Context: an optimization exercise on an open-source flow, tuned for small area and a short achievable clock period. The choices shown serve that exercise and are no tape-out recipe. At most, simulation tests tie the RTL to the original design; equivalence was not proved. Only the layout flow was run in runs 1 to 4; the RTL was not checked for function there. Power figures rest on the tool's default switching activity, not on a simulated workload.

==> design.v <==
package dmem_pkg;
  localparam int DMEM_DATA_W  = 8;
  localparam int DMEM_MAX_LAT = 15;
  typedef enum logic [1:0] {IDLE, BUSY, DONE} dmem_state_t;
endpackage
module dmem_ram
#(
  parameter int ADDR_W = 8
) (
  input  logic                   clk,
  input  logic [1:0]             phase_i,    
  input  logic                   wvalid_i,   
  input  logic [ADDR_W-1:0]      waddr_i,
  input  logic [dmem_pkg::DMEM_DATA_W-1:0] wdata_i,
  output logic                   wdone_o,    
  output logic [2**ADDR_W/2*dmem_pkg::DMEM_DATA_W-1:0] taps_o
);
  localparam int DW    = dmem_pkg::DMEM_DATA_W;
  localparam int RINGS = 2**ADDR_W / 4;
  logic [DW-1:0] mem_q [2**ADDR_W];
  logic          wr_here;
  assign wr_here = wvalid_i & (waddr_i[1:0] == phase_i);
  assign wdone_o = wr_here;
  for (genvar k = 0; k < RINGS; k++) begin : g_ring
    always_ff @(posedge clk) begin
      mem_q[4*k+0] <= mem_q[4*k+1];
      mem_q[4*k+1] <= mem_q[4*k+2];
      mem_q[4*k+2] <= mem_q[4*k+3];
      mem_q[4*k+3] <= (wr_here && waddr_i[ADDR_W-1:2] == k) ? wdata_i : mem_q[4*k+0];
    end
    assign taps_o[(2*k+0)*DW +: DW] = mem_q[4*k+0];
    assign taps_o[(2*k+1)*DW +: DW] = mem_q[4*k+2];
  end
endmodule
module data_mem_ctrl
#(
  parameter int ADDR_W  = 8,
  parameter int LATENCY = 2
) (
  input  logic                   CLK,
  input  logic                   Reset,
  input  logic                   MemReq,
  input  logic                   MemWrite,
  input  logic [ADDR_W-1:0]      Addr,
  input  logic [dmem_pkg::DMEM_DATA_W-1:0] DataIn,
  output logic [dmem_pkg::DMEM_DATA_W-1:0] DataMemOut,
  output logic                   MemBusy,
  output logic                   MemDone
);
  localparam int DW     = dmem_pkg::DMEM_DATA_W;
  localparam int NTAP   = 2**ADDR_W / 2;      
  localparam int GROUPS = 4;                  
  localparam int GSIZE  = NTAP / GROUPS;
  if (LATENCY != 2) begin : g_lat_check
    $error("data_mem_ctrl: this implementation supports LATENCY = 2 only");
  end
  logic          busy_q, s0_q, s1_q, done_q;
  logic          accept;
  logic          write_q;
  logic [ADDR_W-1:0] addr_q;
  logic [DW-1:0] wdata_q;
  logic [DW-1:0] dout_q;
  logic [1:0]    phase_q;
  logic          wb_valid_q;
  logic [ADDR_W-1:0] wb_addr_q;
  logic [DW-1:0] wb_data_q;
  logic          wb_done;
  logic [NTAP*DW-1:0] taps;
  logic [3:0]    pa_now, pa_q, pa;
  logic [7:0]    pb_now, pb_q, pb;
  logic [1:0]    pos_now;        
  logic [1:0]    pos_next;       
  logic [31:0]   sline;          
  logic          early_q;        
  logic          part_en;
  logic [DW*GROUPS-1:0] part;    
  logic [DW*GROUPS-1:0] part_q;
  logic          fwd_q;
  logic [DW-1:0] rdata;
  logic [ADDR_W-1:0] saddr;
  assign accept = ~busy_q & MemReq;
  always_ff @(posedge CLK) begin
    if (Reset) begin
      busy_q <= 1'b0;
      s0_q   <= 1'b0;
      s1_q   <= 1'b0;
      done_q <= 1'b0;
      dout_q <= '0;
    end else begin
      busy_q <= accept | s0_q | s1_q;
      s0_q   <= accept;
      s1_q   <= s0_q;
      done_q <= s1_q;
      if (s1_q && !write_q) dout_q <= rdata;
    end
  end
  always_ff @(posedge CLK) begin
    if (accept) begin
      write_q <= MemWrite;
      addr_q  <= Addr;
      wdata_q <= DataIn;
    end
  end
  always_ff @(posedge CLK) begin
    phase_q <= phase_q + 2'd1;
  end
  always_ff @(posedge CLK) begin
    if (s1_q && write_q && !Reset) begin
      wb_valid_q <= 1'b1;
      wb_addr_q  <= addr_q;
      wb_data_q  <= wdata_q;
    end else if (wb_done) begin
      wb_valid_q <= 1'b0;
    end
  end
  dmem_ram #(.ADDR_W(ADDR_W)) u_ram (
    .clk     (CLK),
    .phase_i (phase_q),
    .wvalid_i(wb_valid_q),
    .waddr_i (wb_addr_q),
    .wdata_i (wb_data_q),
    .wdone_o (wb_done),
    .taps_o  (taps)
  );
  assign pos_now  = Addr[1:0] - phase_q;
  assign pos_next = pos_now - 2'd1;
  always_comb begin
    for (int i = 0; i < 4; i++) pa_now[i] = (Addr[5:4] == 2'(i));
    for (int i = 0; i < 8; i++) pb_now[i] = ({Addr[3:2], pos_now[1]} == 3'(i));
  end
  always_ff @(posedge CLK) begin
    pa_q <= pa_now;
    for (int i = 0; i < 8; i++) pb_q[i] <= ({Addr[3:2], pos_next[1]} == 3'(i));
    if (~busy_q) early_q <= ~pos_now[0];
  end
  assign pa    = busy_q ? pa_q : pa_now;
  assign pb    = busy_q ? pb_q : pb_now;
  assign saddr = busy_q ? addr_q : Addr;
  always_comb begin
    for (int i = 0; i < 32; i++) sline[i] = pa[i/8] & pb[i%8];
  end
  always_comb begin
    for (int b = 0; b < DW; b++) begin
      for (int g = 0; g < GROUPS; g++) begin
        part[b*GROUPS+g] = 1'b0;
        for (int i = 0; i < GSIZE; i++) begin
          part[b*GROUPS+g] = part[b*GROUPS+g] | (sline[i] & taps[(g*GSIZE + i)*DW + b]);
        end
      end
    end
  end
  assign part_en = ~busy_q | (s0_q & ~early_q);
  always_ff @(posedge CLK) begin
    if (part_en) begin
      part_q <= part;
      fwd_q  <= wb_valid_q && (wb_addr_q == saddr);
    end
  end
  always_comb begin
    for (int b = 0; b < DW; b++) begin
      rdata[b] = part_q[b*GROUPS + addr_q[ADDR_W-1:ADDR_W-2]];
    end
    if (fwd_q) rdata = wb_data_q;
  end
  assign DataMemOut = dout_q;
  assign MemBusy    = busy_q;
  assign MemDone    = done_q;
endmodule
==> run.sh <==
#!/bin/bash
# synth_recipe.tcl (not shown) runs the flow's synth.tcl, then flattens the netlist and writes it again
# the make line also repeats each setting of config.mk as NAME=value (left out here)
make -C /OpenROAD-flow-scripts/flow DESIGN_CONFIG=/design/flow/config.mk WORK_HOME=/design/flow/orfs CLKGATE_MAP_FILE= SYNTH_SCRIPT=/design/flow/synth_recipe.tcl finish
==> config.mk <==
export PLATFORM = sky130hd
export DESIGN_NAME = data_mem_ctrl
export DESIGN_NICKNAME = data_mem_ctrl
export VERILOG_FILES = /design/flow/design.v
export SDC_FILE = /design/flow/constraint.sdc
export NUM_CORES = 4
export LEC_CHECK = 0
export CAP_MARGIN = 20
export CORE_MARGIN = 2
export CORE_UTILIZATION = 40
export SETUP_SLACK_MARGIN = 1.7
export SLEW_MARGIN = 20
==> constraint.sdc <==
create_clock -name core_clock -period 4.0 [get_ports {CLK}]
set_input_delay 0.8000 -clock core_clock [delete_from_list [all_inputs] [get_ports {CLK}]]
set_output_delay 0.8000 -clock core_clock [all_outputs]
set_load 0.01 [all_outputs]
==> flow_metrics.tcl, run 1 <==
set metrics [dict create \
    ff_latch_area_um2 43600 \
    syn_inst 3991 \
    multi_input_area_um2 15600 \
    cts_hold_buf 0 \
    critPathBufInv 5 \
    grt_pass1_vias 34803 \
    reg2reg_to "part_q[5]" \
    routed_wl_um 198000 \
    die_h_um 385 \
    place_inst 6038 \
    synthToLayoutAreaGrowth_pct 26.5 \
    cp_cell_sequence "clkdlybuf4s15_1 -> xnor3_2 -> buf_6 -> a22oi_2 -> buf_4 -> buf_6 -> nor2_4 -> buf_12 -> a22o_1 -> a221o_1 -> or4_1" \
    syn_avg_cell_area_um2 14.5 \
    port_buffers 29 \
    track_usage_pct 25.9 \
    syn_area_um2 57900 \
    crit_fanout 8 \
    maxCapViolations 0 \
    r2r_start "phase_q[1]" \
    crit_top_cell "buf_6" \
    critPathArrivalTime_ns 3.71 \
    hold_start "u_ram.mem_q[101][0]" \
    hold_class "reg -> reg" \
    final_core_util_pct 51.0 \
    drt_pre_antenna_iters 17 \
    grt_most_used_layer "met2" \
    clock-skew-final_ns 0.0547 \
    drc 0 \
    max_stage_delay_ns 0.63 \
    clock-root-buffer "clkbuf_16" \
    cp-start-kind "input port" \
    routed-via-count 36295 \
    cts_tree "built" \
    final_common_cell "dfxtp_1" \
    die_w_um 385 \
    worst_slew_pin_slew_ns 1.07 \
    die_area_um2 148000 \
    ys.flop_type "dfxtp_1" \
    grt_pass1_wl_um 270000 \
    fin_cells 6556 \
    hold_viol 0 \
    vias_per_cell 5.54 \
    fillCellCount 11963 \
    use_met1_pct 34.9 \
    synthArstFlopShare_pct 0 \
    path_clk_slew_ns 0.07 \
    vdd_drop_max_uv 461 \
    insertion_delay_ns 0.85 \
    min_path_cells 0 \
    clock_path_buffers 3 \
    fin_crit_ns 3.14 \
    avgRoutedWirePerCell_um 30.2 \
    core-area_um2 144000 \
    layout_common_cells "2,064 x dfxtp_1, 456 x mux2_2, 289 x buf_4" \
    syn_nets 4012 \
    worst-r2r-setup-slack_ns 0.87 \
    rows 139 \
    yosys_warnings 3 \
    setup-tns-final_ns 0 \
    period_share_pct 78.6 \
    drive_gt1_share_pct 33.5 \
    ys_seq_area_share_pct 75.2 \
    status "timing/DRC/antenna clean" \
    crit_slowest_cell "xnor3_2" \
    grt-ovfl-total 0 \
    ant_nets 0 \
    leakage_nw 29.2 \
    use_met3_pct 5.86 \
    grt_max_degree 66 \
    met2_usage_pct 39.6 \
    cp_data_required_time_ns 4.57 \
    clock-sinks 2142 \
    numCtsBuffers 192 \
    synth_cell_types 59 \
    drt_iter0_drc 4623 \
    p_per_area_nw_per_um2 564 \
    ys_seq_elements 2142 \
    fmax_mhz 318 \
    initial_core_util_pct 40.3 \
    antenna_found_initial 10 \
    htree_num_levels 4 \
    num_io_pins 30 \
    synth_edf_count 67 \
    critical_path_class "in -> reg" \
    whs_ns 0.288 \
    slew_headroom_pct 28.5 \
    min_to "u_ram.mem_q[100][0]" \
    hpwl_um 126000 \
    cpLargestDelayFamily "buffers and inverters" \
    layout.nets 4514 \
    place.gp.congestion 0.972 \
    end_kind "flop" \
    slew_violations 0 \
    reg2regPathDepth 10 \
    setup_viol 0 \
    rsz0062_at_grt "yes" \
]
-- logic make-up after synthesis --
logic type,share of synthesized area [%]
mux,10.6
xor+xnor,0.279
flops,75.2
compound gates,8.51
buf+inv,1.39
fa+ha+maj,0.0216
simple gates,4.00
-- final cells by class --
type,count,area share (%)
clock inverters,54,0.844
inverters,10,0.0735
clock buffers,297,7.89
flip-flops and latches,2142,59.5
repair buffers,506,7.16
diodes,3,0.0102
multi-input cells,1641,21.3
well taps,1903,3.25
-- worst register-to-register path: stages (launching register included) --
cell and delay, ns:
dfxtp_4 0.37, xnor3_2 0.58, buf_6 0.20, a22oi_2 0.24, buf_4 0.18, buf_6 0.10, nor2_4 0.07, buf_12 0.15
a22o_1 0.21, a221o_1 0.30, or4_1 0.47
-- registers in the layout, summed over array words and instances (netlist names), 2 cells and up --
signal,count
part_q,32
phase_q,2
wdata_q,8
dout_q,8
pb_q,8
wb_data_q,8
wb_addr_q,8
pa_q,4
u_ram.mem_q,2048
addr_q,8
-- where the power goes --
group          switching, mW  internal, mW
Clock                   8.01          10.5
Combinational          0.764         0.414
Sequential             0.110          21.5
-- cells in the mapped netlist, types with 48 or more instances --
cell type  instances  area, um2
dfxtp_1         2075      41500
mux2_2           514       5790
clkbuf_1         184        691
a22o_1           161       1410
a22oi_1          142       1070
nor2_1           101        379
o21ai_0           98        490
and3_1            83        519
nand2_1           82        308
edfxtp_1          67       2010
a221oi_1          49        429
o22ai_1           48        300
-- worst max-delay path by stage --
stage	startpoint	endpoint	slack, ns	cells after the start
floorplan	Addr[0]	part_q[27]	0.78	9
global placement	Addr[0]	part_q[10]	-0.39	12
detailed placement	Addr[0]	part_q[10]	-0.57	12
CTS	phase_q[0]	part_q[27]	0.92	9
global route	phase_q[1]	part_q[5]	0.86	10
finish	Addr[1]	part_q[5]	0.86	11
-- per-stage QoR --
| stage | area, um2 | worst slack [ns] | power [mW] |
|---|---|---|---|
| after global placement | 63000 | -0.393 | 23.0 |
| after floorplan | 58200 | 0.778 | 22.3 |
| after CTS | 71300 | 0.921 | 41.3 |
| after detailed placement | 63000 | -0.574 | 23.0 |
| after global routing | 73200 | 0.862 | 42.3 |
| final | 73200 | 0.856 | 41.3 |
-- layer usage --
layer	routed length (um)	vias to the layer above	share of wire, %
li1	-	15384	-
met1	82100	18231	42
met2	86000	2115	43
met3	18500	561	9.4
met4	11100	4	5.6
met5	34	-	0.017
-- timing repair --
item / in CTS / in global routing
pin swaps: 78 / 73
buffers inserted: 105 / 54
cloned: 3 / 2
resized for setup: 285 / 329
setup endpoints to repair: 555 / 562
==> inputs of run 2 (changes only) <==
--- a/config.mk
+++ b/config.mk
@@ -7,5 +7,6 @@
 export LEC_CHECK = 0
+export ABC_CLOCK_PERIOD_IN_PS = 2300
 export CAP_MARGIN = 20
 export CORE_MARGIN = 2
-export CORE_UTILIZATION = 40
+export CORE_UTILIZATION = 65
 export SETUP_SLACK_MARGIN = 1.7
==> flow_metrics.tcl, run 2 <==
set metrics [dict create \
    hold_viol 0 \
    hold_class "reg -> reg" \
    top_regs "u_ram.mem_q: 2048 flops, part_q: 32 flops" \
    period_share_pct 76.8 \
    fin_crit_ns 3.07 \
    clock-skew-final_ns 0.0203 \
    numCtsBuffers 189 \
    track_usage_pct 42.0 \
    grt_max_degree 66 \
    power.total_mw 41.2 \
    syn_area_um2 57900 \
    core-area_um2 88400 \
    crit_slowest_cell "xor3_2" \
    reg2regPathDepth 9 \
    die_h_um 302 \
    yosys_warnings 3 \
    end_kind "flop" \
    status "timing/DRC/antenna clean" \
    max_stage_delay_ns 0.56 \
    crit_fanout 6 \
    reg2reg_to "part_q[29]" \
    fillCellCount 4602 \
    layout.nets 4486 \
    whs_ns 0.314 \
    leakage_nw 29.3 \
    slew_violations 0 \
    min_to "u_ram.mem_q[74][1]" \
    fmax_mhz 326 \
    antenna_found_initial 14 \
    hold_start "u_ram.mem_q[75][1]" \
    yosysMostFrequentCell "dfxtp_1" \
    cts_hold_buf 0 \
    r2r_start "phase_q[1]" \
    ys.flop_type "dfxtp_1" \
    num_io_pins 30 \
    critPathArrivalTime_ns 3.60 \
    ant_nets 0 \
    ff_latch_area_um2 43600 \
    drc 0 \
    path_clk_slew_ns 0.06 \
    ys_seq_area_share_pct 75.2 \
    drt_pre_antenna_iters 6 \
    vias_per_cell 6.45 \
    p_per_area_nw_per_um2 566 \
    maxCapViolations 0 \
    clock_path_buffers 3 \
    routed_wl_um 197000 \
    regMostFlops "u_ram.mem_q" \
    yosys.area.top_type "dfxtp_1" \
    drive_gt1_share_pct 33.1 \
    synth_top_area_share_pct 71.7 \
    multi_input_area_um2 16000 \
    clock-root-buffer "clkbuf_16" \
    die_w_um 302 \
    grt_pass1_wl_um 270000 \
    layout_common_cells "2,067 x dfxtp_1, 336 x mux2_2, 267 x buf_4" \
    largest_reg_flops 2048 \
    crit_top_cell "buf_6" \
    grt_pass1_vias 37112 \
    cp_cell_sequence "xor3_2 -> buf_12 -> a22oi_2 -> buf_6 -> nor2_4 -> buf_6 -> a22o_1 -> or4_4 -> or4_1" \
    syn_avg_cell_area_um2 14.5 \
    synthArstFlopShare_pct 0 \
    post_dp_cell_area_um2 62100 \
    place_ws_ns -0.317 \
    worst-r2r-setup-slack_ns 0.93 \
    grt-ovfl-total 0 \
    ys_seq_elements 2142 \
    rsz0062_at_grt "yes" \
    synthTopCellsByArea "dfxtp_1 72%, mux2_2 10%, edfxtp_1 3.5%" \
    cp_data_required_time_ns 4.53 \
    place_inst 5301 \
    min_path_cells 0 \
    synth_cell_types 59 \
    final_common_cell "dfxtp_1" \
    syn_inst 3991 \
    routed-via-count 37409 \
    vdd_drop_max_uv 641 \
    insertion_delay_ns 0.81 \
    htree_num_levels 4 \
    synth_edf_count 67 \
    rows 109 \
    hpwl_um 124000 \
    initial_core_util_pct 65.5 \
    critical_path_class "reg -> reg" \
    slew_headroom_pct 31.8 \
    fin_cells 5796 \
    synth_common_cells "2,075 x dfxtp_1, 514 x mux2_2, 184 x clkbuf_1" \
    place.gp.congestion 0.999 \
    worst_slew_pin_slew_ns 1.02 \
    avgRoutedWirePerCell_um 34.0 \
    cts_tree "built" \
    setup_ws_ns 0.929 \
    die_area_um2 91500 \
    cp-start-kind "flop" \
    syn_nets 4012 \
    clock-sinks 2142 \
    fin_area_um2 72700 \
    setup_viol 0 \
    drt_iter0_drc 5257 \
    synthToLayoutAreaGrowth_pct 25.6 \
    port_buffers 29 \
]
==> run 2: changes by cell type in the layout (fill, tap and decap cells not counted), moves of 9 or more <==
cell	previous run	this run
buf_6	101	82
clkbuf_1	55	44
diode_2	3	12
buf_12	68	87
mux2_2	456	336
buf_4	289	267
clkbuf_8	43	52
mux2_4	58	178
==> run 2: critical path, delay by kind of cell (launching register included) <==
kind	cells	cell delay, ns
buffers and inverters	3	0.45
xor gates and xnor gates	1	0.56
AOI/OAI and AO/OA	2	0.39
and+or+nand+nor	3	1.02
DFF	1	0.38
==> run 2: area by class of cell <==
| type | count | share of cell area (%) |
|---|---|---|
| Timing Repair Buffer | 482 | 7.20 |
| Multi-Input combinational cell | 1640 | 22.0 |
| Inverter | 10 | 0.0740 |
| Clock buffer | 291 | 7.92 |
| Antenna cell | 12 | 0.0413 |
| Clock inverter | 54 | 0.800 |
| Sequential cell | 2142 | 59.9 |
| Tap cell | 1165 | 2.00 |
==> run 2: logic make-up after synthesis <==
kind of cell,count (synthesis),synth area share (%)
flip-flops,2142,75.2
AO/OA/AOI/OAI,641,8.51
multiplexers,538,10.6
AND/OR/NAND/NOR,442,4.00
buffers and inverters,212,1.39
XOR/XNOR,15,0.279
adder cells (fa/ha/maj),1,0.0216
==> run 2: power breakdown <==
part	total [mW]	switching [mW]	internal (mW)
logic	1.15	0.761	0.391
clock network	18.4	7.83	10.6
registers	21.6	0.103	21.5
==> run 2: how the worst max path moves through the flow <==
stage,start,end,slack [ns]
after floorplan,Addr[0],part_q[27],0.78
after global placement,Addr[0],part_q[17],-0.33
after detailed placement,Addr[0],part_q[10],-0.32
after CTS,phase_q[0],part_q[29],0.87
after global routing,phase_q[1],part_q[29],0.92
final,phase_q[1],part_q[29],0.93
==> run 2: layer usage <==
layer	global-route usage (%)	vias up	share of wire, %
met5	0	-	0.036
li1	-	15330	-
met4	27.1	12	7.3
met2	63.3	2699	44
met1	53.4	18529	38
met3	12.0	839	11
==> run 2: per-stage QoR <==
| stage | TNS [ns] | utilization, % |
|---|---|---|
| floorplan | 0 | - |
| global placement | -3.66 | 70.3 |
| detailed placement | -4.32 | 70.3 |
| CTS | 0 | 80.1 |
| global route | 0 | 82.3 |
| finish | 0 | 82.3 |
==> run 2: repair_timing <==
item / CTS / global route
setup buffers: 78 / 55
endpoints found under the setup margin: 572 / 450
pin swaps: 94 / 108
gates cloned: 4 / 1
resized for setup: 407 / 342
==> inputs of run 3 (changes only) <==
--- a/config.mk
+++ b/config.mk
@@ -7,3 +7,2 @@
 export LEC_CHECK = 0
-export ABC_CLOCK_PERIOD_IN_PS = 2300
 export CAP_MARGIN = 20
@@ -11,3 +10,4 @@
 export CORE_UTILIZATION = 65
-export SETUP_SLACK_MARGIN = 1.7
+export CTS_CLUSTER_DIAMETER = 60
+export CTS_CLUSTER_SIZE = 30
 export SLEW_MARGIN = 20
==> flow_metrics.tcl, run 3 <==
set metrics [dict create \
    path_clk_slew_ns 0.11 \
    layout_common_cells "2,074 x dfxtp_1, 514 x mux2_2, 271 x buf_4" \
    synth_top_area_share_pct 71.7 \
    syn_nets 4012 \
    grt-ovfl-total 0 \
    yosys.area.top_type "dfxtp_1" \
    period_share_pct 88.7 \
    crit_fanout 6 \
    synth_compound_area_share_pct 8.51 \
    fin_crit_ns 3.55 \
    ant_nets 0 \
    status "timing/DRC/antenna clean" \
    ys.flop_type "dfxtp_1" \
    wl_met1_um 73600 \
    critPathArrivalTime_ns 4.04 \
    maxCapViolations 0 \
    leakage_nw 26.4 \
    yosys_warnings 3 \
    layout.nets 4253 \
    synth_edf_count 67 \
    ys_seq_area_share_pct 75.2 \
    final_core_util_pct 74.6 \
    die_w_um 302 \
    cp-start-kind "input port" \
    slew_violations 0 \
    setup_viol 0 \
    p_per_area_nw_per_um2 552 \
    cts_hold_buf 0 \
    end_kind "flop" \
    place_inst 5286 \
    drt_pre_antenna_iters 6 \
    rows 109 \
    cp_data_required_time_ns 4.49 \
    multi_input_area_um2 13800 \
    synth_common_cells "2,075 x dfxtp_1, 514 x mux2_2, 184 x clkbuf_1" \
    numCtsBuffers 109 \
    top_regs "u_ram.mem_q: 2048 flops, part_q: 32 flops" \
    fmax_mhz 282 \
    muxShareOfSynthArea_pct 10.6 \
    die_h_um 302 \
    cp_cell_sequence "clkdlybuf4s50_1 -> inv_1 -> ha_1 -> xor3_1 -> buf_4 -> a22oi_2 -> buf_12 -> nor2_4 -> buf_4 -> a2111oi_0 -> nand4_1 -> or4_1" \
    drive_gt1_share_pct 25.0 \
    clock-skew-final_ns 0.0368 \
    wl_met3_um 19100 \
    met2WireLength_um 81300 \
    synthTopCellsByArea "dfxtp_1 72%, mux2_2 10%, edfxtp_1 3.5%" \
    synthSimpleGateAreaFrac_pct 4.00 \
    yosys.area_share.xor_xnor_pct 0.279 \
    grt_pass1_wl_um 259000 \
    yosysMostFrequentCell "dfxtp_1" \
    core-area_um2 88400 \
    antenna_found_initial 9 \
    synthArstFlopShare_pct 0 \
    slew_headroom_pct 27.7 \
    synth_cell_types 59 \
    initial_core_util_pct 65.5 \
    ys_seq_elements 2142 \
    die_area_um2 91500 \
    max_stage_delay_ns 0.57 \
    vias_per_cell 6.42 \
    hold_class "reg -> reg" \
    fin_cells 5495 \
    crit_slowest_cell "clkdlybuf4s50_1" \
    clock-root-buffer "clkbuf_16" \
    vdd_drop_max_uv 699 \
    drt_iter0_drc 4759 \
    worst_slew_pin_slew_ns 1.09 \
    synthToLayoutAreaGrowth_pct 13.8 \
    hold_viol 0 \
    hpwl_um 122000 \
    rsz0062_at_grt "no" \
    power.total_mw 36.4 \
    critical_path_class "in -> reg" \
    final_common_cell "dfxtp_1" \
    regMostFlops "u_ram.mem_q" \
    ctsResizeCount 0 \
    place.gp.congestion 0.964 \
    syn_area_um2 57900 \
    fin_area_um2 65900 \
    ff_latch_area_um2 43600 \
    syn_avg_cell_area_um2 14.5 \
    grt_pass1_vias 34859 \
    avgRoutedWirePerCell_um 33.9 \
    clock_path_buffers 3 \
    top_layer_used "met5" \
    cts_tree "built" \
    routed_wl_um 186000 \
    synth_fa_ha_area_share_pct 0.0216 \
    htree_num_levels 3 \
    cts_setup_buffers 0 \
    synth_top_family_by_area "multiplexers" \
    whs_ns 0.309 \
    grt_max_degree 66 \
    largest_reg_flops 2048 \
    track_usage_pct 40.4 \
    drc 0 \
    fillCellCount 5621 \
    crit_top_cell "buf_4" \
    num_io_pins 30 \
    clock-sinks 2142 \
    insertion_delay_ns 0.76 \
    port_buffers 29 \
    routed-via-count 35291 \
    post_dp_cell_area_um2 61800 \
    syn_inst 3991 \
]
-- run 3: cell counts after synthesis --
No cell type changed its count.
-- run 3: path summary, 6_finish.rpt --
path / start / depth (start not counted) / slack [ns] / to
max: Addr[0] / 12 / 0.45 / part_q[21]
max reg2reg: busy_q / 7 / 0.47 / part_q[21]
min: u_ram.mem_q[95][1] / 0 / 0.31 / u_ram.mem_q[94][1]
min reg2reg: u_ram.mem_q[95][1] / 0 / 0.31 / u_ram.mem_q[94][1]
-- run 3: per-stage QoR --
step | setup TNS (ns) | setup slack, ns
CTS | 0 | 0.555
finish | 0 | 0.452
detailed placement | -2.39 | -0.204
global route | 0 | 0.408
floorplan | 0 | 0.456
global placement | -4.99 | -0.345
-- run 3: cell families after synthesis --
logic type | count (synthesis)
DFF | 2142
AOI/OAI and AO/OA | 641
muxes | 538
and+or+nand+nor | 442
buffers and inverters | 212
xor gates and xnor gates | 15
adders and majority gates | 1
-- run 3: power by group --
part	leakage (nW)	switching (mW)	internal (mW)	total, mW
clock network	1.96	7.84	5.95	13.8
registers	17.4	0.110	21.5	21.6
logic	7.01	0.680	0.273	0.953
total	26.4	8.63	27.7	36.4
-- run 3: metal layers --
| metal | vias up | GRT usage [%] |
|---|---|---|
| met1 | 17613 | 53.3 |
| met5 | - | 0 |
| met3 | 615 | 10.1 |
| met2 | 2278 | 61.2 |
| li1 | 14779 | - |
| met4 | 6 | 23.0 |
-- run 3: worst max-delay path, delay by kind of cell --
kind	cells	cell delay, ns
xor gates and xnor gates	1	0.31
and+or+nand+nor	3	0.81
buffers and inverters	5	1.19
adders and majority gates	1	0.23
AOI/OAI and AO/OA	2	0.69
-- run 3: final cells by class --
cell class / count / area share [%]
inverter: 10 / 0.0569
multi-input combinational: 1637 / 20.9
clock inverter: 86 / 1.94
tap: 1165 / 2.21
sequential: 2142 / 66.1
clock buffer: 121 / 4.27
antenna: 2 / 0.00759
timing repair buffer: 332 / 4.51
==> inputs of run 4 (changes only) <==
--- a/config.mk
+++ b/config.mk
@@ -10,4 +10,4 @@
 export CORE_UTILIZATION = 65
-export CTS_CLUSTER_DIAMETER = 60
-export CTS_CLUSTER_SIZE = 30
+export CTS_BUF_LIST = sky130_fd_sc_hd__clkbuf_8
+export CTS_CLUSTER_SIZE = 24
 export SLEW_MARGIN = 20
==> flow_metrics.tcl, run 4 <==
set metrics [dict create \
    grt_pass1_vias 37127 \
    worst_slew_pin_slew_ns 1.09 \
    leakage_nw 28.1 \
    ys_seq_area_share_pct 75.2 \
    num_io_pins 30 \
    r2r_start "busy_q" \
    insertion_delay_ns 0.99 \
    place.gp.congestion 0.964 \
    clock-sinks 2142 \
    slew_violations 0 \
    synth_cell_types 59 \
    hold_viol 0 \
    syn_area_um2 57900 \
    critical_path_class "reg -> reg" \
    ff_latch_area_um2 43600 \
    grt_max_degree 66 \
    use_met1_pct 53.0 \
    die_h_um 302 \
    initial_core_util_pct 65.5 \
    hpwl_um 122000 \
    synthSimpleGateAreaFrac_pct 4.00 \
    core-area_um2 88400 \
    ctsResizeCount 0 \
    multi_input_area_um2 13800 \
    ant_nets 0 \
    synth_fa_ha_area_share_pct 0.0216 \
    yosysMostFrequentCell "dfxtp_1" \
    slew_headroom_pct 27.6 \
    cts_hold_buf 0 \
    synthArstFlopShare_pct 0 \
    p_per_area_nw_per_um2 588 \
    reg2regPathDepth 8 \
    synthTopCellsByArea "dfxtp_1 72%, mux2_2 10%, edfxtp_1 3.5%" \
    routed_wl_um 190000 \
    fillCellCount 5325 \
    drc 0 \
    maxCapViolations 0 \
    numCtsBuffers 322 \
    vias_per_cell 6.27 \
    routed-via-count 36686 \
    cp-start-kind "flop" \
    rsz0062_at_grt "no" \
    post_dp_cell_area_um2 61800 \
    clock-skew-final_ns 0.0832 \
    crit_slowest_cell "or2_4" \
    power.total_mw 40.1 \
    synth_edf_count 67 \
    hold_class "reg -> reg" \
    use_met3_pct 12.4 \
    synth_common_cells "2,075 x dfxtp_1, 514 x mux2_2, 184 x clkbuf_1" \
    final_common_cell "dfxtp_1" \
    htree_num_levels 5 \
    drive_gt1_share_pct 28.6 \
    cpLargestDelayFamily "simple AND/OR/NAND/NOR gates" \
    fin_area_um2 68200 \
    min_path_cells 0 \
    regMostFlops "u_ram.mem_q" \
    end_kind "flop" \
    synth_compound_area_share_pct 8.51 \
    die_w_um 302 \
    reg2reg_to "part_q[18]" \
    synth_top_area_share_pct 71.7 \
    ys_seq_elements 2142 \
    grt_most_used_layer "met2" \
    largest_reg_flops 2048 \
    synth_top_family_by_area "multiplexers" \
    cts_tree "built" \
    avgRoutedWirePerCell_um 32.6 \
    track_usage_pct 41.4 \
    synthToLayoutAreaGrowth_pct 17.8 \
    clock-root-buffer "clkbuf_8" \
    hold_start "u_ram.mem_q[43][7]" \
    place_ws_ns -0.204 \
    die_area_um2 91500 \
    critPathBufInv 2 \
    port_buffers 29 \
    cp_cell_sequence "and2_1 -> or2_4 -> buf_12 -> and3_1 -> a2111oi_0 -> buf_4 -> nand4_1 -> or4_1" \
    cts_setup_buffers 0 \
    ys.flop_type "dfxtp_1" \
    critPathArrivalTime_ns 4.17 \
    layout_common_cells "2,074 x dfxtp_1, 514 x mux2_2, 405 x clkbuf_8" \
    top_regs "u_ram.mem_q: 2048 flops, part_q: 32 flops" \
    grt-ovfl-total 0 \
    clock_path_buffers 4 \
    yosys.area.top_type "dfxtp_1" \
    fin_cells 5849 \
    path_clk_slew_ns 0.07 \
    max_stage_delay_ns 0.57 \
    drt_pre_antenna_iters 6 \
    antenna_found_initial 16 \
    min_to "u_ram.mem_q[42][7]" \
    final_core_util_pct 77.2 \
    rows 109 \
    syn_inst 3991 \
    cp_data_required_time_ns 4.68 \
    period_share_pct 87.4 \
    syn_avg_cell_area_um2 14.5 \
    syn_nets 4012 \
    drt_iter0_drc 4810 \
    status "timing/DRC/antenna clean" \
    muxShareOfSynthArea_pct 10.6 \
    fmax_mhz 286 \
    met2_usage_pct 61.9 \
    layout.nets 4466 \
    setup_ws_ns 0.503 \
    setup_viol 0 \
    fin_crit_ns 3.50 \
    yosys.area_share.xor_xnor_pct 0.279 \
    vdd_drop_max_uv 467 \
    grt_pass1_wl_um 266000 \
    yosys_warnings 3 \
    crit_fanout 29 \
    place_inst 5286 \
    worst-r2r-setup-slack_ns 0.50 \
]
[run 4: kinds of logic after synthesis]
group / after synthesis
xor gates and xnor gates: 15
AOI/OAI and AO/OA: 641
adders and majority gates: 1
and+or+nand+nor: 442
DFF: 2142
muxes: 538
buffers and inverters: 212
[run 4: power by group]
group	total (mW)	internal [mW]	leakage [nW]	switching, mW
clock	17.6	9.48	3.69	8.08
sequential	21.6	21.5	17.4	0.110
combinational	0.955	0.273	7.01	0.682
total	40.1	31.3	28.1	8.87
[run 4: metrics by stage]
stage / hold WS, ns / TNS [ns]
5_1_grt: 0.274 / 0
3_5_place_dp: 0.312 / -2.39
6_report: 0.275 / 0
4_1_cts: 0.270 / 0
3_3_place_gp: 0.310 / -4.99
2_1_floorplan: 0.310 / 0
[run 4: metal layers]
metal	up-vias	routed length [um]
met4	14	12500
met3	729	20600
met1	18098	74200
met5	-	97
met2	2545	82900
li1	15300	-
[run 4: final cells by class]
class | instances | area share (%)
Antenna cell | 9 | 0.0330
Clock buffer | 405 | 8.17
Clock inverter | 149 | 1.19
Inverter | 10 | 0.0550
Multi-Input combinational cell | 1637 | 20.2
Sequential cell | 2142 | 63.8
Tap cell | 1165 | 2.14
Timing Repair Buffer | 332 | 4.36
[run 4: worst max-delay path by stage]
stage | end | cells after the start | slack [ns] | start
6_report | part_q[18] | 8 | 0.50 | busy_q
5_1_grt | part_q[18] | 8 | 0.51 | busy_q
4_1_cts | MemBusy | 2 | 0.59 | busy_q
3_5_place_dp | part_q[18] | 11 | -0.20 | Addr[0]
3_3_place_gp | part_q[23] | 12 | -0.35 | Addr[0]
2_1_floorplan | fwd_q | 6 | 0.46 | busy_q
==> inputs of run 5 (changes only) <==
--- a/design.v
+++ b/design.v
@@ -15,8 +15,7 @@
   output logic                   wdone_o,    
-  output logic [2**ADDR_W/2*dmem_pkg::DMEM_DATA_W-1:0] taps_o
+  output logic [2**ADDR_W*dmem_pkg::DMEM_DATA_W-1:0] cells_o    
 );
-  localparam int DW    = dmem_pkg::DMEM_DATA_W;
   localparam int RINGS = 2**ADDR_W / 4;
-  logic [DW-1:0] mem_q [2**ADDR_W];
-  logic          wr_here;
+  logic [dmem_pkg::DMEM_DATA_W-1:0] mem_q [2**ADDR_W];
+  logic                             wr_here;
   assign wr_here = wvalid_i & (waddr_i[1:0] == phase_i);
@@ -30,4 +29,5 @@
     end
-    assign taps_o[(2*k+0)*DW +: DW] = mem_q[4*k+0];
-    assign taps_o[(2*k+1)*DW +: DW] = mem_q[4*k+2];
+  end
+  for (genvar i = 0; i < 2**ADDR_W; i++) begin : g_out
+    assign cells_o[i*dmem_pkg::DMEM_DATA_W +: dmem_pkg::DMEM_DATA_W] = mem_q[i];
   end
@@ -50,5 +50,5 @@
   localparam int DW     = dmem_pkg::DMEM_DATA_W;
-  localparam int NTAP   = 2**ADDR_W / 2;      
+  localparam int NCELL  = 2**ADDR_W;
   localparam int GROUPS = 4;                  
-  localparam int GSIZE  = NTAP / GROUPS;
+  localparam int GSIZE  = NCELL / GROUPS;
   if (LATENCY != 2) begin : g_lat_check
@@ -67,11 +67,5 @@
   logic          wb_done;
-  logic [NTAP*DW-1:0] taps;
-  logic [3:0]    pa_now, pa_q, pa;
-  logic [7:0]    pb_now, pb_q, pb;
-  logic [1:0]    pos_now;        
-  logic [1:0]    pos_next;       
-  logic [31:0]   sline;          
-  logic          early_q;        
-  logic          part_en;
-  logic [DW*GROUPS-1:0] part;    
+  logic [NCELL*DW-1:0] cells;
+  logic [1:0]    rpos;
+  logic [DW*GROUPS-1:0] part;       
   logic [DW*GROUPS-1:0] part_q;
@@ -79,3 +73,2 @@
   logic [DW-1:0] rdata;
-  logic [ADDR_W-1:0] saddr;
   assign accept = ~busy_q & MemReq;
@@ -122,20 +115,8 @@
     .wdone_o (wb_done),
-    .taps_o  (taps)
+    .cells_o (cells)
   );
-  assign pos_now  = Addr[1:0] - phase_q;
-  assign pos_next = pos_now - 2'd1;
+  assign rpos = addr_q[1:0] - phase_q;
+  logic [NCELL-1:0] rline;    
   always_comb begin
-    for (int i = 0; i < 4; i++) pa_now[i] = (Addr[5:4] == 2'(i));
-    for (int i = 0; i < 8; i++) pb_now[i] = ({Addr[3:2], pos_now[1]} == 3'(i));
-  end
-  always_ff @(posedge CLK) begin
-    pa_q <= pa_now;
-    for (int i = 0; i < 8; i++) pb_q[i] <= ({Addr[3:2], pos_next[1]} == 3'(i));
-    if (~busy_q) early_q <= ~pos_now[0];
-  end
-  assign pa    = busy_q ? pa_q : pa_now;
-  assign pb    = busy_q ? pb_q : pb_now;
-  assign saddr = busy_q ? addr_q : Addr;
-  always_comb begin
-    for (int i = 0; i < 32; i++) sline[i] = pa[i/8] & pb[i%8];
+    for (int i = 0; i < NCELL; i++) rline[i] = ({addr_q[ADDR_W-1:2], rpos} == ADDR_W'(i));
   end
@@ -146,3 +127,3 @@
         for (int i = 0; i < GSIZE; i++) begin
-          part[b*GROUPS+g] = part[b*GROUPS+g] | (sline[i] & taps[(g*GSIZE + i)*DW + b]);
+          part[b*GROUPS+g] = part[b*GROUPS+g] | (rline[g*GSIZE + i] & cells[(g*GSIZE + i)*DW + b]);
         end
@@ -151,8 +132,5 @@
   end
-  assign part_en = ~busy_q | (s0_q & ~early_q);
   always_ff @(posedge CLK) begin
-    if (part_en) begin
-      part_q <= part;
-      fwd_q  <= wb_valid_q && (wb_addr_q == saddr);
-    end
+    part_q <= part;
+    fwd_q  <= wb_valid_q && (wb_addr_q == addr_q);
   end
--- a/config.mk
+++ b/config.mk
@@ -9,5 +9,3 @@
 export CORE_MARGIN = 2
-export CORE_UTILIZATION = 65
-export CTS_BUF_LIST = sky130_fd_sc_hd__clkbuf_8
-export CTS_CLUSTER_SIZE = 24
+export CORE_UTILIZATION = 40
 export SLEW_MARGIN = 20
==> flow_metrics.tcl, run 5 <==
set metrics [dict create \
    p_per_area_nw_per_um2 547 \
    reg2regPathDepth 9 \
    slew_headroom_pct 14.1 \
    leakage_nw 28.9 \
    yosys.area.top_type "dfxtp_1" \
    grt_max_degree 66 \
    num_io_pins 30 \
    die_w_um 411 \
    yosys_warnings 3 \
    drc 0 \
    synth_cell_types 78 \
    final_core_util_pct 47.1 \
    hold_viol 0 \
    clock_path_buffers 3 \
    top_regs "u_ram.mem_q: 2048 flops, part_q: 32 flops" \
    routed-via-count 49079 \
    critical_path_class "reg -> reg" \
    syn_nets 5350 \
    max_stage_delay_ns 0.74 \
    setup-tns-final_ns 0 \
    track_usage_pct 30.6 \
    cts_hold_buf 0 \
    place.gp.congestion 0.966 \
    ff_latch_area_um2 43000 \
    grt_pass1_vias 48076 \
    initial_core_util_pct 40.2 \
    crit_slowest_cell "a2111oi_0" \
    period_share_pct 92.3 \
    synthToLayoutAreaGrowth_pct 17.1 \
    largest_reg_flops 2048 \
    yosysMostFrequentCell "dfxtp_1" \
    cts_setup_buffers 0 \
    setup_viol 0 \
    grt-ovfl-total 0 \
    grt_pass1_wl_um 369000 \
    clock-skew-final_ns 0.0340 \
    clock-sinks 2129 \
    multi_input_area_um2 21900 \
    die_h_um 411 \
    worst_slew_pin_slew_ns 1.29 \
    clock-root-buffer "clkbuf_16" \
    ant_nets 0 \
    slew_violations 0 \
    startpoint "addr_q[0]" \
    path_clk_slew_ns 0.07 \
    reg2reg_to "part_q[20]" \
    ys_seq_elements 2129 \
    fmax_mhz 271 \
    drt_iter0_drc 6662 \
    end_kind "flop" \
    syn_avg_cell_area_um2 12.4 \
    cp-endpoint "part_q[20]" \
    synthArstFlopShare_pct 0 \
    critPathArrivalTime_ns 4.38 \
    fillCellCount 14624 \
    core-area_um2 165000 \
    ctsResizeCount 0 \
    fin_crit_ns 3.69 \
    synth_common_cells "2,096 x dfxtp_1, 573 x mux2_2, 406 x a22oi_1" \
    htree_num_levels 4 \
    rsz0062_at_grt "no" \
    final_common_cell "dfxtp_1" \
    ys.flop_type "dfxtp_1" \
    routed_wl_um 266000 \
    synth_top_area_share_pct 63.4 \
    layout.nets 5490 \
    maxCapViolations 0 \
    cts_tree "built" \
    synthTopCellsByArea "dfxtp_1 63%, mux2_2 9.8%, a22oi_1 4.6%" \
    ys_seq_area_share_pct 64.9 \
    rows 149 \
    regMostFlops "u_ram.mem_q" \
    synth_edf_count 33 \
    syn_inst 5329 \
    port_buffers 29 \
    avgRoutedWirePerCell_um 33.9 \
    whs_ns 0.321 \
    cp_cell_sequence "inv_1 -> ha_4 -> xor3_4 -> nand2_1 -> buf_4 -> o32ai_1 -> a311o_1 -> a2111oi_0 -> nand4_1" \
    hold_class "reg -> reg" \
    crit_fanout 29 \
    status "timing/DRC/antenna clean" \
    cp-start-kind "flop" \
    insertion_delay_ns 0.85 \
    die_area_um2 169000 \
    hpwl_um 169000 \
    r2r_start "addr_q[0]" \
    vdd_drop_max_uv 404 \
    min_path_cells 0 \
    cp_data_required_time_ns 4.69 \
    antenna_found_initial 14 \
    syn_area_um2 66200 \
    numCtsBuffers 201 \
    worst-r2r-setup-slack_ns 0.31 \
    layout_common_cells "2,096 x dfxtp_1, 573 x mux2_2, 406 x a22oi_1" \
    drive_gt1_share_pct 22.6 \
    vias_per_cell 6.27 \
    drt_pre_antenna_iters 8 \
]
[run 5: cell count changes in the layout (fill, tap and decap cells not counted), sizes merged, moves of 54 or more]
cell    delta
a22oi    +259
nand3    +229
mux2i    +112
a22o     -104
inv      -104
clkbuf   -101
nand2     +86
a21oi     +79
a32oi     +61
mux2      +61
o22ai     +56
o21ai     -55
nand4     +54
[run 5: area by class of cell]
cell class	instances	area share, %
clock buffers	304	7.76
multi-input cells	2798	28.2
flip-flops and latches	2129	55.4
clock inverters	64	1.09
well taps	2189	3.53
diodes	10	0.0323
inverters	4	0.0194
repair buffers	335	3.94
[run 5: routing by layer]
metal,global-route usage (%),routed length (um),vias to the layer above
li1,-,-,20277
met1,40.7,106000,24319
met2,44.8,111000,3567
met3,8.44,31900,910
met4,16.9,17000,6
met5,0,45,-
[run 5: critical path: cells and delay by family (launching register included)]
kind	cells	cell delay [ns]
flops	1	0.44
xor+xnor	1	0.63
simple gates	2	0.36
fa+ha+maj	1	0.14
buf+inv	2	0.72
compound gates	3	1.19
[run 5: power by group]
part           internal [mW]  total [mW]  switching, mW  leakage, nW
logic                  0.281        1.28          0.995         8.37
clock network           11.3        19.7           8.44         3.37
registers               21.3        21.3         0.0398         17.2
total                   32.9        42.4           9.47         28.9
[run 5: worst min-delay path by stage]
stage | from | end | slack, ns
after floorplan | u_ram.mem_q[219][5] | u_ram.mem_q[218][5] | 0.32
after global placement | u_ram.mem_q[106][5] | u_ram.mem_q[105][5] | 0.33
after detailed placement | u_ram.mem_q[153][4] | u_ram.mem_q[152][4] | 0.33
after CTS | u_ram.mem_q[233][2] | u_ram.mem_q[232][2] | 0.32
after global routing | u_ram.mem_q[230][2] | u_ram.mem_q[229][2] | 0.34
final | u_ram.mem_q[233][2] | u_ram.mem_q[232][2] | 0.32
[run 5: cells by family (layout without fill, tap and decap cells)]
kind of cell / Yosys count / in the layout / share of synthesized area (%)
buf+inv: 402 / 707 / 2.53
xor+xnor: 13 / 13 / 0.218
mux: 715 / 715 / 12.2
compound gates: 1105 / 1105 / 12.5
simple gates: 964 / 964 / 7.64
other cells: 0 / 10 / 0
flops: 2129 / 2129 / 64.9
fa+ha+maj: 1 / 1 / 0.0189
[run 5: metrics by stage]
step / setup WS, ns / cell area [um2] / total power, mW / cells
global route: 0.216 / 77500 / 43.2 / 7825
detailed placement: 0.418 / 70600 / 23.0 / 7454
finish: 0.309 / 77500 / 42.4 / 7833
CTS: 0.425 / 77500 / 42.3 / 7822
global placement: 0.454 / 70600 / 23.0 / 7454
floorplan: 1.07 / 66200 / 22.3 / 5329

## afterwards: timing with drivers on the ports
Ports are ideal in the flow. The routed layouts listed here were re-timed in OpenROAD.
Step 1 assumes that a clkbuf_16 drives the clock port and a buf_2 every other input.
Step 2 adds t to the input delays and takes it off the output delays; t is the mean of the earliest and latest rising clock arrival at the registers after step 1. Input paths then give back, and output paths get back, about the clock's delay inside the block.
Slacks: ideal ports / drivers / drivers and shift; pairs: ideal ports / drivers.
run | t (ns) | slack for setup (ns) | hold slack, ns | worst setup path at the end | worst slew at a driven data input, ns
run 1 | 0.891 | 0.856 / 0.861 / -0.029 | 0.288 / 0.288 / 0.288 | input to register | 0.07
run 2 | 0.873 | 0.929 / 0.929 / 0.213 | 0.314 / 0.314 / 0.314 | input to register | 0.07
run 3 | 0.818 | 0.452 / 0.466 / -0.330 | 0.309 / 0.309 / 0.309 | input to register | 0.05
run 4 | 1.014 | 0.503 / 0.503 / -0.351 | 0.275 / 0.275 / 0.275 | input to register | 0.05
run 5 | 0.925 | 0.309 / 0.309 / 0.309 | 0.321 / 0.321 / 0.321 | register to register | 0.05
Met with ideal ports but missed after step 2: setup timing in run 1, run 3 and run 4. For run 1, which loses most, drivers alone change the setup slack by +0.005 ns; drivers and shift together by -0.885 ns.
